From an optimization exercise on the open Yosys and OpenROAD flow, aimed at small area, a short achievable clock period and few clock cycles per item; shortcuts taken in it are not production practice. At most, simulation tests tie the RTL to the original design; equivalence was not proved. Function not checked in run 2: the RTL went through the layout flow alone.

==> flow/design.v, too long to show whole: its modules and the start of the top module <==
// module ekf_top: 2111 lines
// module ekf_fa: 9 lines
// module ekf_ha: 8 lines
module ekf_top (
    input  logic        clk,
    input  logic        n_rst,
    input  logic        meas_req,
    input  logic [29:0] meas,
    output logic        meas_ack,
    output logic        result_req,
    output logic [47:0] result,
    input  logic        result_ack
);
  // ...
==> flow/flow/run.sh <==
#!/bin/bash
# the standard flow, with timing repair aiming 16.5 ns below the clock period
bash standard.sh SETUP_SLACK_MARGIN=16.5 finish > standard.log 2>&1
==> flow/standard.sh <==
#!/bin/bash
# synth_recipe.tcl (not shown) runs the flow's synth.tcl, then flattens the netlist and writes it again
# the make line also repeats each setting of config.mk as NAME=value (left out here)
make -C /OpenROAD-flow-scripts/flow DESIGN_CONFIG=/design/flow/config.mk WORK_HOME=/design/flow/orfs CLKGATE_MAP_FILE= SYNTH_SCRIPT=/design/flow/synth_recipe.tcl "${@:-finish}"
==> flow/config.mk <==
export PLATFORM = sky130hd
export DESIGN_NAME = ekf_top
export DESIGN_NICKNAME = ekf_top
export VERILOG_FILES = /design/flow/design.v
export SDC_FILE = /design/flow/constraint.sdc
export NUM_CORES = 4
export LEC_CHECK = 0
export CAP_MARGIN = 20
export CORE_MARGIN = 2
export CORE_UTILIZATION = 50
export SLEW_MARGIN = 20
export SYNTH_HIERARCHICAL = 1
export SYNTH_MINIMUM_KEEP_SIZE = 0
==> flow/constraint.sdc <==
create_clock -name core_clock -period 22.0 [get_ports {clk}]
set_input_delay 4.4000 -clock core_clock [delete_from_list [all_inputs] [get_ports {clk}]]
set_output_delay 4.4000 -clock core_clock [all_outputs]
set_load 0.01 [all_outputs]
==> impl_metrics.tcl, run 1 <==
set metrics [dict create \
    status "no timing/DRC/antenna violations" \
    cp-startpoint "soc[22]" \
    synth-seq-area-share_pct 17.2 \
    dieArea_um2 50000 \
    area_growth_pct 11.1 \
    ys_top_cells_by_count "fa_1 (378), nand2_1 (319), a21oi_1 (252)" \
    comb.multi_input.count 2164 \
    grt_util_met3_pct 5.54 \
    seqCellArea_um2 4190 \
    avgSynthCellArea_um2 9.42 \
    fin_area_um2 26800 \
    grt_use_met2_pct 56.0 \
    largest_registers "cap: 30 flops, mc: 25 flops, ms: 25 flops" \
    timing.hold.ws_ns 0.472 \
    synth_area_um2 24100 \
    fillers 4282 \
    regMostFlops "cap" \
    inverters 76 \
    ctsHoldBuffers 0 \
    yosysWarnings 7 \
    fin_crit_sh_pct 25.3 \
    grt_max_degree 75 \
    routedWlPerCell_um 26.4 \
    taps 615 \
    yosys_most_used_dff "edfxtp_1" \
    cp-endpoint "result[46]" \
    die_h_um 224 \
    critPathArrivalTime_ns 1.17 \
    h-tree-depth 4 \
    cts_setup_buffers 45 \
]
Testbench counts, summed over its fixed seeds: cycles 6,160, items 2,048.
==> inputs of run 2 (changes only) <==
--- a/flow/design.v
+++ b/flow/design.v
@@ -2086,25 +2086,28 @@
             ms   <= {tc806, tc798, tc788, tc776, tc762, tc748, tc732, tc714, tc696, tc678, tc658, tc638, tc616, tc594, tc570, tc546, tc520, tc492, tc462, tc430, tc396, tc362, ts359, tc296, tc268};
             mc   <= {ts811, ts805, ts797, ts787, ts775, ts761, ts747, ts731, ts713, ts695, ts677, ts657, ts637, ts615, ts593, ts569, ts545, ts519, ts491, ts461, ts429, ts395, ts361, ts327, ts295};
             mcin <= lsum[22];
         end
     end
     assign rsum   = ms + mc + mcin;
     assign vrc_pr = rsum[46-22:23-22];
     assign e      = rsum[45-22:22-22];
+    localparam logic [23:0] soc_flip = 24'sh640000;
+    logic [23:0] soc_r;
+    assign soc = soc_r ^ soc_flip;
     always_ff @(posedge clk or negedge n_rst) begin
         if (!n_rst) begin
-            soc <= 24'sh640000;
-            vrc <= 24'sh000000;
+            soc_r <= '0;
+            vrc   <= 24'sh000000;
         end else begin
             if (wr)
-                soc <= soc_n;
+                soc_r <= soc_n ^ soc_flip;
             else if (s2)
-                soc <= vrc_pr;
+                soc_r <= vrc_pr ^ soc_flip;
             if (wr)
                 vrc <= vrc_n;
             else if (leave1)
                 vrc <= soc_p_n;
         end
     end
     assign soc_n = vrc + (e >>> 3);
     assign vrc_n = soc + (e >>> 1);
==> impl_metrics.tcl, run 2 <==
set metrics [dict create \
    status "no timing/DRC/antenna violations" \
    dr_total_vias 20600 \
    ys_ff_latch 153 \
    worstSkewPairLatency_ns 0.48 \
    routedWlPerCell_um 26.1 \
    largest_registers "cap: 30 flops, mc: 25 flops, ms: 25 flops" \
    largest_reg_flops 30 \
    fillers 4303 \
    drt-initial-drc-count 2143 \
    critPathRequiredTime_ns 17.60 \
    drv_cap 0 \
    synth_area_um2 24100 \
    final_layout_size_suffix_gt1_share_pct 12.2 \
    grt_setup_unrepaired "yes" \
    critPathArrivalTime_ns 1.15 \
    viasPerCell 6.31 \
    drc 0 \
    grt_max_degree 95 \
    yosysWarnings 7 \
    grt.total_usage_pct 34.5 \
    multi_input_area_um2 19200 \
    m1WireLength_mm 32.0 \
    fp.dieW_um 224 \
    finClkSkew_ns 0.0118 \
    cts_buffer_depth 2 \
    ctsHoldBuffers 0 \
    crit_type "reg -> out" \
    antenna_found_initial 4 \
    netlist_top_cells_area "fa_1 (31%), edfxtp_1 (10%), ha_1 (8.5%)" \
    yosysMostFrequentCell "fa_1" \
    worstMarginPinSlew_ns 0.975 \
    cp_slowest_cell "dfrtp_2" \
    path_max_fanout 2 \
    syn_inst 2578 \
    dieArea_um2 50000 \
    tns_ns 0 \
    yosys_most_used_dff "edfxtp_1" \
    cp-start-kind "register" \
    worst-r2r-setup-slack_ns 16.68 \
    timing.fmax_mhz 180 \
    synth-seq-area-share_pct 17.2 \
    synth_edf_count 81 \
    relSlewSlack_pct 35.0 \
    critical-path-max-stage-delay_ns 0.42 \
    drtPass1Iterations 8 \
    overflow 0 \
    grt_pass1_wl_mm 127 \
    regMostFlops "cap" \
    fin_crit_sh_pct 25.2 \
    cts_sinks 153 \
    core_area_um2 47600 \
    routed_wl_mm 85.0 \
    grt_pass1_vias 20800 \
    avgSynthCellArea_um2 9.35 \
    path_cells "buf_12, buf_6" \
    post-route-util_pct 56.8 \
    root_buffer "clkbuf_16" \
    timing.hold.ws_ns 0.459 \
    hpwlAfterDp_mm 63.0 \
    final.min_clock_period_ns 5.55 \
    rows 80 \
    clk_pin_slew_ns 0.07 \
    endpoint_kind "output port" \
    slew_viol_final 0 \
    synthArstFlopShare_pct 35.9 \
    cts_tree "yes" \
    seqCellArea_um2 4160 \
    min_path_type "reg -> reg" \
    yosysUniqueCellTypes 77 \
    wl_met2_mm 40.0 \
    layout_commonest_cell "fa_1" \
    io_buffers 83 \
    die_h_um 224 \
    setup_viol_count_final 0 \
    ant_nets 0 \
    boundaryPins 84 \
    gp_congestion 0.984 \
    top_layer "met5" \
    synth_top_cell_by_area "fa_1" \
    cts_made_buffers 17 \
    yosys.area.top_type_share_pct 31.4 \
    final_cell_mix "fa_1 (378), nand2_1 (318), a21oi_1 (274)" \
    hold_violations 0 \
    area_growth_pct 12.3 \
    ys_top_cells_by_count "fa_1 (378), nand2_1 (318), a21oi_1 (279)" \
    finalNetCount 3210 \
    start_util_pct 50.6 \
    detailroute.wirelength.met3_mm 8.13 \
    h-tree-depth 4 \
]
==> run 2: cell types whose count changed after synthesis, sizes merged, moves of 11 or more <==
cell / delta
nor2: +14
buf: +20
a21oi: +25
or3: -11
xnor2: +15
o21a: -11
==> run 2: final cells by class <==
type / count / share of cell area (%)
Timing Repair Buffer: 229 / 7.50
Clock inverter: 11 / 0.476
Clock buffer: 21 / 1.86
Multi-Input combinational cell: 2159 / 70.9
Antenna cell: 1 / 0.00924
Tap cell: 615 / 2.84
Inverter: 75 / 1.08
Sequential cell: 153 / 15.4
==> run 2: worst paths after layout <==
| kind | startpoint | end | cells after the start |
|---|---|---|---|
| setup / recovery | vrc[23] | result[23] | 2 |
| hold reg to reg | meas_ack | s1 | 1 |
| min in group asynchronous | n_rst | soc_r[12] | 2 |
| hold / removal | meas_ack | s1 | 1 |
| setup reg to reg | cap[25] | mc[5] | 14 |
| max in group asynchronous | n_rst | soc_r[20] | 2 |
==> run 2: what timing repair did <==
item                       in CTS  in global routing
gates resized for setup       297                 51
pin swaps                       2                 12
gates cloned                    2                  0
buffers inserted               53                 18
setup endpoints to repair      97                 46
==> run 2: per-layer routing <==
metal | up-vias | track usage (%)
met5 | - | 0
met4 | 8 | 17.7
met3 | 269 | 9.82
met2 | 1094 | 55.5
met1 | 10200 | 42.6
li1 | 9008 | -
==> run 2: kinds of logic after synthesis <==
family	Yosys count	synth area share (%)
compound gates	694	17.4
xor+xnor	94	3.52
fa+ha+maj	541	39.8
buf+inv	272	4.57
flops	153	17.2
mux	54	2.51
other cells	1	0.0156
simple gates	769	14.9
==> run 2: worst max-delay path, delay by kind of cell (launching register included) <==
kind	cells	cell delay, ns
DFF	1	0.42
buffers and inverters	2	0.25
==> run 2: modules after synthesis, one instance, submodules excluded <==
| module | flops+latches | copies in the design | cells inside | cell area [µm²] |
|---|---|---|---|---|
| ekf_fa | 0 | 374 | 1 | 20.0 |
| ekf_ha | 0 | 32 | 1 | 12.5 |
| ekf_top | 153 | 1 | 2172 | 16200 |
==> run 2: per-stage QoR <==
step | worst slack [ns] | cell area, µm² | cells
2_1_floorplan | 16.50 | 24100 | 2584
3_3_place_gp | 15.76 | 25500 | 3158
3_5_place_dp | 15.71 | 25500 | 3158
4_1_cts | 16.42 | 26700 | 3245
5_1_grt | 16.42 | 27100 | 3263
6_report | 16.45 | 27100 | 3264

[port drivers added, routing unchanged]
The results above use ideal ports. As a check the final layouts listed here were re-extracted and re-timed, cells and wires unchanged. Step 1 (the two cells are an assumption about what drives the block):
set clk [get_ports {clk}]
set_driving_cell -lib_cell sky130_fd_sc_hd__clkbuf_16 $clk
set_driving_cell -lib_cell sky130_fd_sc_hd__buf_2 [delete_from_list [all_inputs] $clk]
Step 2, shift: input delay + t, output delay - t, t = (earliest + latest rising clock arrival at the registers) / 2. This alone moves slack from input paths to output paths. Slacks: ideal ports / drivers / drivers and shift; pairs: ideal ports / drivers.
| run | t, ns | slack for setup (ns) | worst setup path after step 2 |
|---|---|---|---|
| run 1 | 0.507 | 16.425 / 16.372 / 16.224 | input to register |
| run 2 | 0.534 | 16.451 / 16.393 / 16.022 | input to register |
After both steps setup and hold are still met in every run listed. For run 2, which loses most, drivers alone change the setup slack by -0.058 ns; drivers and shift together by -0.429 ns.
